Context: an optimization exercise on an open-source flow, tuned for a short achievable clock period and few clock cycles. The choices shown serve that exercise and are no tape-out recipe. Function was checked by simulation only, so behaviour that the tests miss may differ from the original. Power figures rest on the tool's default switching activity, not on a simulated workload.

==> design/flow/design.v <==
`timescale 1ns/1ps
package cache_pkg;
  typedef logic [16-1:0] addr_t;
  typedef logic [32-1:0] word_t;
  typedef logic [4-1:0] mask_t;
  typedef logic [$clog2(2)-1:0] way_t;
  typedef struct packed {
    logic                        valid;
    logic [(16 - ($clog2(16)) - ($clog2(4) + $clog2(4)))-1:0] tag;
  } tag_info_t;
  typedef logic [2*((16 - ($clog2(16)) - ($clog2(4) + $clog2(4)))+1)-1:0] tag_row_t;
  typedef logic [2*32-1:0] data_row_t;
  typedef struct packed {
    logic  store;
    addr_t addr;
    word_t data;
    mask_t mask;
  } cache_req_t;
  typedef enum logic [2:0] {
    MISS_IDLE,
    MISS_EVICT_REQ,
    MISS_EVICT_DATA,
    MISS_FILL_REQ,
    MISS_FILL_DATA,
    MISS_INSTALL,
    MISS_DONE
  } miss_state_e;
endpackage
`timescale 1ns/1ps
module cache (
  input  logic             clk_i,
  input  logic             reset_i,
  input  logic             v_i,
  input  logic             store_i,
  input  cache_pkg::addr_t addr_i,
  input  cache_pkg::word_t data_i,
  input  cache_pkg::mask_t mask_i,
  output logic             yumi_o,
  output cache_pkg::word_t data_o,
  output logic             v_o,
  input  logic             yumi_i,
  output logic             dma_pkt_v_o,
  output logic             dma_pkt_write_o,
  output cache_pkg::addr_t dma_pkt_addr_o,
  input  logic             dma_pkt_yumi_i,
  input  cache_pkg::word_t dma_data_i,
  input  logic             dma_data_v_i,
  output logic             dma_data_ready_o,
  output cache_pkg::word_t dma_data_o,
  output logic             dma_data_v_o,
  input  logic             dma_data_yumi_i
);
  localparam int QD = 8;    
  localparam int QW = 3;
  logic        s1_v, s1_st;
  logic [13:0] s1_a;
  logic [31:0] s1_d;
  logic [3:0]  s1_m;
  logic        sk_v, sk_st;
  logic [13:0] sk_a;
  logic [31:0] sk_d;
  logic [3:0]  sk_m;
  logic        yumi_r;
  logic        s1_go;
  wire acc     = v_i & yumi_r;
  wire s1_free = ~s1_v | s1_go;
  always_ff @(posedge clk_i) begin
    if (reset_i) begin
      s1_v   <= 1'b0;
      sk_v   <= 1'b0;
      yumi_r <= 1'b1;
    end else if (s1_free) begin
      s1_v   <= sk_v | acc;
      sk_v   <= 1'b0;
      yumi_r <= 1'b1;
    end else begin
      sk_v   <= sk_v | acc;
      yumi_r <= ~(sk_v | acc);
    end
  end
  always_ff @(posedge clk_i) begin
    if (s1_free) begin
      if (sk_v) begin
        s1_st <= sk_st;
        s1_a  <= sk_a;
        s1_d  <= sk_d;
        s1_m  <= sk_m;
      end else begin
        s1_st <= store_i;
        s1_a  <= addr_i[15:2];
        s1_d  <= data_i;
        s1_m  <= mask_i;
      end
    end
    if (!sk_v) begin
      sk_st <= store_i;
      sk_a  <= addr_i[15:2];
      sk_d  <= data_i;
      sk_m  <= mask_i;
    end
  end
  assign yumi_o = yumi_r;
  logic [31:0]   valid_q;
  logic [31:0]   dirty_q;
  logic [15:0]   lru_q;
  logic [255:0]  tag_q;
  logic [4095:0] dmem;
  wire [7:0] s1_tag = s1_a[13:6];
  wire [3:0] s1_set = s1_a[5:2];
  wire [1:0] s1_wd  = s1_a[1:0];
  wire [7:0] t0 = tag_q[{s1_set, 1'b0}*8 +: 8];
  wire [7:0] t1 = tag_q[{s1_set, 1'b1}*8 +: 8];
  wire       v0 = valid_q[{s1_set, 1'b0}];
  wire       v1 = valid_q[{s1_set, 1'b1}];
  wire       h0 = v0 & (t0 == s1_tag);
  wire       h1 = v1 & (t1 == s1_tag);
  wire       hit  = h0 | h1;
  wire       hway = ~h0;
  wire       vict = ~v0 ? 1'b0 : (~v1 ? 1'b1 : lru_q[s1_set]);
  wire       vdirty = vict ? (v1 & dirty_q[{s1_set, 1'b1}]) : (v0 & dirty_q[{s1_set, 1'b0}]);
  wire [7:0] vtag = vict ? t1 : t0;
  wire       uway = hit ? hway : vict;
  wire [31:0] rd0 = dmem[{s1_set, 1'b0, s1_wd}*32 +: 32];
  wire [31:0] rd1 = dmem[{s1_set, 1'b1, s1_wd}*32 +: 32];
  wire [31:0] rdata = hway ? rd1 : rd0;
  logic [1:0]  sl_v;
  logic [3:0]  sl_set  [2];
  logic        sl_way  [2];
  logic [7:0]  sl_ntag [2];
  logic        sl_st   [2];
  logic        sl_ld   [2];
  logic [1:0]  sl_wd   [2];
  logic [31:0] sl_sd   [2];
  logic [3:0]  sl_sm   [2];
  logic [QW-1:0] sl_ridx [2];
  logic [3:0]  sl_pres [2];
  logic        al_ptr;
  logic pend_stall;
  always_comb begin
    pend_stall = 1'b0;
    for (int i = 0; i < 2; i++) begin
      if (sl_v[i] && sl_set[i] == s1_set && sl_way[i] == hway && !sl_pres[i][s1_wd]) begin
        pend_stall = 1'b1;
      end
    end
  end
  logic [31:0]   q_data [QD];
  logic [QD-1:0] q_rdy;
  logic [QW-1:0] q_wp, q_rp;
  logic [QW:0]   q_cnt;
  logic          out_v_r;
  logic [31:0]   out_d_r;
  wire q_full  = (q_cnt == QD[QW:0]);
  wire hit_go  = s1_v & hit & ~pend_stall & ~q_full;
  wire miss_go = s1_v & ~hit & ~sl_v[al_ptr] & ~q_full;
  assign s1_go = hit_go | miss_go;
  always_ff @(posedge clk_i) begin
    if (reset_i) begin
      valid_q <= '0;
      dirty_q <= '0;
      lru_q   <= '0;
    end else if (s1_go) begin
      lru_q[s1_set] <= ~uway;
      if (s1_st) begin
        dirty_q[{s1_set, uway}] <= 1'b1;
      end else if (!hit) begin
        dirty_q[{s1_set, uway}] <= 1'b0;
      end
      if (!hit) begin
        valid_q[{s1_set, uway}] <= 1'b1;
      end
    end
  end
  always_ff @(posedge clk_i) begin
    if (miss_go) begin
      tag_q[{s1_set, vict}*8 +: 8] <= s1_tag;
    end
  end
  logic        pkt_v_r, pkt_w_r;
  logic [15:0] pkt_a_r;
  logic        dv_r, rdy_r;
  logic [31:0] dd_r;
  logic [1:0]  cnt_r;
  logic        en_ptr, en_idle, nx_v;
  logic [7:0]  en_ntag;
  logic        fw_v;
  logic [31:0] fw_d;
  logic [3:0]  fw_set;
  logic        fw_way;
  logic [1:0]  fw_wd;
  logic        fw_slot;
  logic [3:0]  fw_sm;
  logic [31:0] fw_sd;
  logic        fw_resp;
  logic [QW-1:0] fw_ridx;
  wire [3:0] en_set = sl_set[en_ptr];
  wire       en_way = sl_way[en_ptr];
  wire pkt_take = pkt_v_r & dma_pkt_yumi_i;
  wire wb_move  = dv_r & dma_data_yumi_i;
  wire wb_last  = wb_move & (cnt_r == 2'd3);
  wire fl_move  = rdy_r & dma_data_v_i;
  wire fin      = fl_move & (cnt_r == 2'd3);
  wire start_s1 = miss_go & (en_idle | (fin & ~nx_v));
  wire start_nx = fin & nx_v;
  wire [1:0] wb_word = pkt_v_r ? 2'd0 : cnt_r + 2'd1;
  always_ff @(posedge clk_i) begin
    if (reset_i) begin
      pkt_v_r <= 1'b0;
      dv_r    <= 1'b0;
      rdy_r   <= 1'b0;
      en_idle <= 1'b1;
      nx_v    <= 1'b0;
      al_ptr  <= 1'b0;
    end else begin
      if (miss_go) begin
        al_ptr <= ~al_ptr;
      end
      if (miss_go && !start_s1) begin
        nx_v <= 1'b1;
      end else if (start_nx) begin
        nx_v <= 1'b0;
      end
      if (start_s1 || start_nx) begin
        pkt_v_r <= 1'b1;
        en_idle <= 1'b0;
      end else if (wb_last) begin
        pkt_v_r <= 1'b1;
      end else if (pkt_take) begin
        pkt_v_r <= 1'b0;
      end else if (fin) begin
        en_idle <= 1'b1;
      end
      if (pkt_take) begin
        dv_r  <= pkt_w_r;
        rdy_r <= ~pkt_w_r;
      end else begin
        if (wb_last) dv_r <= 1'b0;
        if (fin) rdy_r <= 1'b0;
      end
    end
  end
  always_ff @(posedge clk_i) begin
    if (start_s1) begin
      en_ptr  <= al_ptr;
      pkt_w_r <= vdirty;
      pkt_a_r <= {vdirty ? vtag : s1_tag, s1_set, 4'b0};
      en_ntag <= s1_tag;
    end else if (start_nx) begin
      en_ptr  <= ~en_ptr;
      pkt_w_r <= nx_wb;
      pkt_a_r <= {nx_wb ? nx_otag : sl_ntag[~en_ptr], sl_set[~en_ptr], 4'b0};
      en_ntag <= sl_ntag[~en_ptr];
    end else if (wb_last) begin
      pkt_w_r <= 1'b0;
      pkt_a_r <= {en_ntag, en_set, 4'b0};
    end
    if (pkt_take || wb_move) begin
      cnt_r <= pkt_take ? 2'd0 : cnt_r + 2'd1;
    end else if (fl_move) begin
      cnt_r <= cnt_r + 2'd1;
    end
    if (pkt_take || wb_move) begin
      dd_r <= dmem[{en_set, en_way, wb_word}*32 +: 32];
    end
  end
  logic       nx_wb;
  logic [7:0] nx_otag;
  always_ff @(posedge clk_i) begin
    if (miss_go) begin
      nx_wb   <= vdirty;
      nx_otag <= vtag;
    end
  end
  always_ff @(posedge clk_i) begin
    if (reset_i) begin
      sl_v <= '0;
    end else begin
      if (miss_go) begin
        sl_v[al_ptr] <= 1'b1;
      end
      if (fw_v && fw_wd == 2'd3) begin
        sl_v[fw_slot] <= 1'b0;
      end
    end
  end
  always_ff @(posedge clk_i) begin
    if (miss_go) begin
      sl_set[al_ptr]  <= s1_set;
      sl_way[al_ptr]  <= vict;
      sl_ntag[al_ptr] <= s1_tag;
      sl_st[al_ptr]   <= s1_st;
      sl_ld[al_ptr]   <= ~s1_st;
      sl_wd[al_ptr]   <= s1_wd;
      sl_sd[al_ptr]   <= s1_d;
      sl_sm[al_ptr]   <= s1_m;
      sl_ridx[al_ptr] <= q_wp;
      sl_pres[al_ptr] <= '0;
    end
    if (fw_v) begin
      sl_pres[fw_slot][fw_wd] <= 1'b1;
    end
  end
  always_ff @(posedge clk_i) begin
    if (reset_i) begin
      fw_v <= 1'b0;
    end else begin
      fw_v <= fl_move;
    end
    fw_d    <= dma_data_i;
    fw_set  <= en_set;
    fw_way  <= en_way;
    fw_wd   <= cnt_r;
    fw_slot <= en_ptr;
    fw_sm   <= (sl_st[en_ptr] && sl_wd[en_ptr] == cnt_r) ? sl_sm[en_ptr] : 4'b0;
    fw_sd   <= sl_sd[en_ptr];
    fw_resp <= sl_ld[en_ptr] && sl_wd[en_ptr] == cnt_r;
    fw_ridx <= sl_ridx[en_ptr];
  end
  logic [31:0] fw_word;
  always_comb begin
    for (int b = 0; b < 4; b++) begin
      fw_word[8*b +: 8] = fw_sm[b] ? fw_sd[8*b +: 8] : fw_d[8*b +: 8];
    end
  end
  wire [6:0] st_idx = {s1_set, hway, s1_wd};
  wire [6:0] fw_idx = {fw_set, fw_way, fw_wd};
  wire       st_we  = hit_go & s1_st;
  for (genvar gi = 0; gi < 128; gi++) begin : g_dw
    always_ff @(posedge clk_i) begin
      if (fw_v && fw_idx == gi) begin
        dmem[gi*32 +: 32] <= fw_word;
      end else if (st_we && st_idx == gi) begin
        for (int b = 0; b < 4; b++) begin
          if (s1_m[b]) begin
            dmem[gi*32 + 8*b +: 8] <= s1_d[8*b +: 8];
          end
        end
      end
    end
  end
  wire head_ok = (q_cnt != '0) & q_rdy[q_rp];
  wire out_free = ~out_v_r | yumi_i;
  wire pop = out_free & head_ok;
  always_ff @(posedge clk_i) begin
    if (reset_i) begin
      q_wp    <= '0;
      q_rp    <= '0;
      q_cnt   <= '0;
      out_v_r <= 1'b0;
    end else begin
      if (s1_go) q_wp <= q_wp + 1'b1;
      if (pop) q_rp <= q_rp + 1'b1;
      q_cnt <= q_cnt + {{QW{1'b0}}, s1_go} - {{QW{1'b0}}, pop};
      if (out_free) out_v_r <= head_ok;
    end
  end
  always_ff @(posedge clk_i) begin
    if (out_free) begin
      out_d_r <= q_data[q_rp];
    end
    if (s1_go) begin
      q_data[q_wp] <= s1_st ? 32'b0 : rdata;
      q_rdy[q_wp]  <= s1_st | hit;
    end
    if (fw_v && fw_resp) begin
      q_data[fw_ridx] <= fw_d;
      q_rdy[fw_ridx]  <= 1'b1;
    end
  end
  assign v_o              = out_v_r;
  assign data_o           = out_d_r;
  assign dma_pkt_v_o      = pkt_v_r;
  assign dma_pkt_write_o  = pkt_w_r;
  assign dma_pkt_addr_o   = pkt_a_r;
  assign dma_data_v_o     = dv_r;
  assign dma_data_o       = dd_r;
  assign dma_data_ready_o = rdy_r;
endmodule
==> design/flow/run.sh <==
#!/bin/bash
# synth_recipe.tcl (not shown) runs the flow's synth.tcl, then flattens the netlist and writes it again
# the make line also repeats each setting of config.mk as NAME=value (left out here)
make -C /OpenROAD-flow-scripts/flow DESIGN_CONFIG=/design/flow/config.mk WORK_HOME=/design/flow/orfs CLKGATE_MAP_FILE= SYNTH_SCRIPT=/design/flow/synth_recipe.tcl finish
==> design/flow/config.mk <==
export PLATFORM = sky130hd
export DESIGN_NAME = cache
export DESIGN_NICKNAME = cache
export VERILOG_FILES = /design/flow/design.v
export SDC_FILE = /design/flow/constraint.sdc
export NUM_CORES = 4
export LEC_CHECK = 0
export CAP_MARGIN = 20
export CORE_MARGIN = 2
export CORE_UTILIZATION = 22
export PLACE_DENSITY = 0.4
export SLEW_MARGIN = 20
==> design/flow/constraint.sdc <==
create_clock -name core_clock -period 8.0 [get_ports {clk_i}]
set_input_delay 1.6000 -clock core_clock [delete_from_list [all_inputs] [get_ports {clk_i}]]
set_output_delay 1.6000 -clock core_clock [all_outputs]
set_load 0.01 [all_outputs]
==> results.yml <==
run_status:
  status: "complete, no violations"
logic_synthesis:
  yosys.area.top_type: "edfxtp_1"
  synth-seq-cells: 5119
  synthTopCellsByArea: "edfxtp_1 (52%), mux4_2 (9.7%), nand2_1 (8.9%), o21ai_0 (8.3%), clkbuf_1 (3.6%)"
  syn_avg_cell_area_um2: 10.4
  async_reset_ff_share_pct: 0
  ys_seq_area_share_pct: 53.6
  synth_area_mm2: 0.282
  synthCells: 27130
  synth-edff-count: 4876
  yosysWarnings: 1
  synth_top_area_share_pct: 51.9
  synth_flop_cell: "edfxtp_1"
  yosysUniqueCellTypes: 90
clock_network:
  numCtsBuffers: 632
  htree_num_levels: 6
  cts_setup_buffers: 0
  cts-resized-gates: 0
  clkSinkCount: 5119
  clk_pin_slew_ps: 60
  cts_tree: "built"
  cts_buffer_depth: 5
  clockRootBuffer: "clkbuf_16"
  clock_latency_ps: 1210
  hold_buffers: 0
global_route:
  grt_usage_pct: 21.2
  grt-ovfl-total: 0
  grt_first_pass_wirelength_um: 1920000
  antenna_found_initial: 151
  grt_pass1_vias: 217340
  grt_start_max_net_pins: 147
detailed_routing:
  routed_wirelength_um: 1430000
  drt_iter0_drc: 33210
  antenna_left: 0
  routedWlPerCell_um: 32.5
  firstDrtPassIters: 7
  drc: 0
  via_per_inst: 5.31
  vias: 233644
placed_design:
  gp_congestion: 0.882
  dp.cells: 42477
  io_buffers: 171
  dp.final_hpwl_um: 927000
flow_run:
  maxCapViolCount: 0
floorplanning:
  io-pin-count: 178
  die-width_um: 1140
  fp.dieArea_mm2: 1.29
  rows: 416
  core_mm2: 1.28
  die_h_um: 1140
  start_util_pct: 22.0
timing:
  relSlewSlack_pct: 10.4
  maxSlewViolCount: 0
  worst_pin_slew_ps: 1340
  whs_ps: 450
  hold_violations: 0
  max_freq_ghz: 0.131
  rsz0062_at_grt: "false"
  setup_viol: 0
  clock_skew_ps: 144
  finalSetupTns_ps: 0
  period_needed_ps: 7630
  fin_crit_sh_pct: 95.3
worst_setup_path:
  critPathKind: "reg2reg"
  critPathBufInv: 4
  critPathMostFrequentCell: "buf_4"
  crit_family: "compound AO/OA/AOI/OAI gates"
  crit_arrival_ps: 8660
  crit_path_cell_trace: "buf_4 -> mux2_2 -> a221oi_1 -> a22oi_1 -> xnor2_1 -> o2111a_1 -> nand4b_1 -> buf_12 -> buf_4 -> mux2i_1 -> a211oi_1 -> a21boi_0 -> o21ai_4 -> buf_4 -> mux2_2"
  required_ps: 9040
  crit_fanout: 37
  start_kind: "register"
  cp_slowest_cell: "edfxtp_1"
  regToRegSetupSlack_ps: 370
  worstSetupEndpointType: "register"
  critPathMaxStageDelay_ps: 980
power:
  p_leak_uw: 0.114
  p_per_area_mw_per_mm2: 258
  peakVddDrop_uv: 205
min_path:
  hp-class: "reg2reg"
layout:
  final_util_pct: 25.6
  nets: 26093
  layoutNonFillerInstCount: 43996
  syn_to_final_growth_pct: 16.2
  drive_gt1_share_pct: 16.5
[report_power, final]
part	leakage (uW)	switching (uW)	total [uW]	internal (uW)
sequential	0.0461	588	31500	30900
clock	0.00968	12700	28800	16200
combinational	0.0585	17400	24400	6980
[metrics by stage]
| step | power, uW | setup slack, ps | cell area, um^2 |
|---|---|---|---|
| after global placement | 55600 | 511 | 307000 |
| after global routing | 87000 | 329 | 328000 |
| after detailed placement | 55800 | 585 | 307000 |
| after floorplan | 44300 | 1280 | 282000 |
| after CTS | 84500 | 555 | 327000 |
| final | 84700 | 374 | 328000 |
[cells in the final DEF, fill, tap and decap left out, drive strengths merged, types with 32 or more instances in the layout]
master,count
bufinv,32
o22ai,82
o21ai,4672
o311ai,51
or3,48
clkbuf,834
a211oi,260
mux2i,214
o211ai,52
nand3,1115
clkdlybuf4s50,170
a311oi,303
o221ai,1009
clkinv,240
mux4,1219
mux2,483
a31oi,352
and2,39
and3,76
nor3,126
diode,377
nor2,469
o31ai,53
a21oi,834
edfxtp,4876
inv,94
nand2,6726
dfxtp,243
buf,1413
[Yosys cell counts, types with 15 or more instances]
cell type / count
mux2_2: 467
o31ai_1: 53
o21ai_0: 4657
mux2_1: 16
nor2_1: 447
nand3_1: 1113
o32ai_1: 18
and2_1: 35
buf_2: 135
a31oi_1: 352
a211oi_1: 258
o311ai_0: 51
nand2b_1: 26
dfxtp_1: 243
buf_1: 510
a21oi_1: 818
nor3b_1: 15
xnor2_1: 28
a211o_1: 25
mux2i_1: 214
edfxtp_1: 4876
a21oi_2: 16
o211ai_1: 52
mux4_2: 1219
buf_4: 25
or3_1: 48
o21ai_1: 15
o22ai_1: 82
buf_6: 15
clkbuf_1: 2688
ha_1: 23
inv_1: 61
o21a_1: 20
nor2_2: 17
a221oi_1: 23
nor3_1: 123
a311oi_1: 303
nand4_1: 16
and3_1: 76
o221ai_1: 1009
nand2_1: 6726
[cell type report]
| cell class | count | area [um^2] |
|---|---|---|
| well taps | 17138 | 21400 |
| multi-input cells | 18572 | 120000 |
| clock inverters | 304 | 2480 |
| flip-flops and latches | 5119 | 151000 |
| diodes | 377 | 943 |
| inverters | 69 | 310 |
| clock buffers | 834 | 17200 |
| repair buffers | 1583 | 14400 |
| fillers | 134644 | 953000 |
[worst register-to-register path: cells and delay by family, from the launching register on]
kind,cells,cell delay [ps]
xor+xnor,1,200
flops,1,980
buf+inv,4,1790
simple gates,1,930
mux,3,860
compound gates,6,2720
[registers in the layout, indices dropped and copies added (netlist names), 12 cells and up, named ones only]
| name | flops |
|---|---|
| dmem | 4096 |
| q_data | 256 |
| tag_q | 256 |
| sl_sd | 64 |
| dd_r | 32 |
| fw_d | 32 |
| fw_sd | 32 |
| out_d_r | 32 |
| s1_d | 32 |
| sk_d | 32 |
| valid_q | 32 |
| lru_q | 16 |
| sl_ntag | 16 |
| s1_a | 14 |
| sk_a | 14 |
| pkt_a_r | 12 |
[path summary, 6_finish.rpt]
path                                  start       endpoint  depth (start not counted)
worst max-delay path                s1_a[2]  q_data[2][30]                         15
worst max register to register      s1_a[2]  q_data[2][30]                         15
worst min-delay path            valid_q[29]    valid_q[29]                          2
worst min register to register  valid_q[29]    valid_q[29]                          2
[per-layer routing]
layer / vias up / routed length [um] / share of wire [%] / track usage (%)
li1: 99565 / - / - / -
met1: 118447 / 568000 / 40 / 27.5
met2: 13316 / 638000 / 45 / 32.8
met3: 2288 / 142000 / 9.9 / 5.14
met4: 28 / 79900 / 5.6 / 10.7
met5: - / 186 / 0.013 / 0
[kinds of logic after synthesis]
kind of cell             share of synthesized area [%]
AND/OR/NAND/NOR                                   12.5
multiplexers                                      12.4
AO/OA/AOI/OAI                                     16.6
other                                          0.00133
flip-flops                                        53.6
buffers and inverters                             4.71
adder cells (fa/ha/maj)                          0.109
XOR/XNOR                                         0.127
Testbench counts, summed over its fixed seeds: cycles 18,462.

[re-timing with driven ports]
The flow's constraints put no driver on any port. The routed layout listed below was extracted and timed again, unchanged, in two steps.
Step 1 sets driving cells, clkbuf_16 on the clock port and buf_2 on the other inputs (assumed; they add their load-dependent delay and slew).
Step 2 also shifts input and output timing later by t, the mid clock arrival at the registers, as if the neighbouring blocks saw the same clock.
Three values: no drivers, after step 1, after step 2; two values: the first two.
shift t [ns]: 1.308
setup slack, ns: 0.374 / 0.374 / 0.374
worst data-port slew with drivers (ns): 0.16
cell pins on the clock port's net: 1
After both steps setup and hold are still met in this run. For this run, drivers alone change the setup slack by 0.000 ns; drivers and shift together by 0.000 ns.
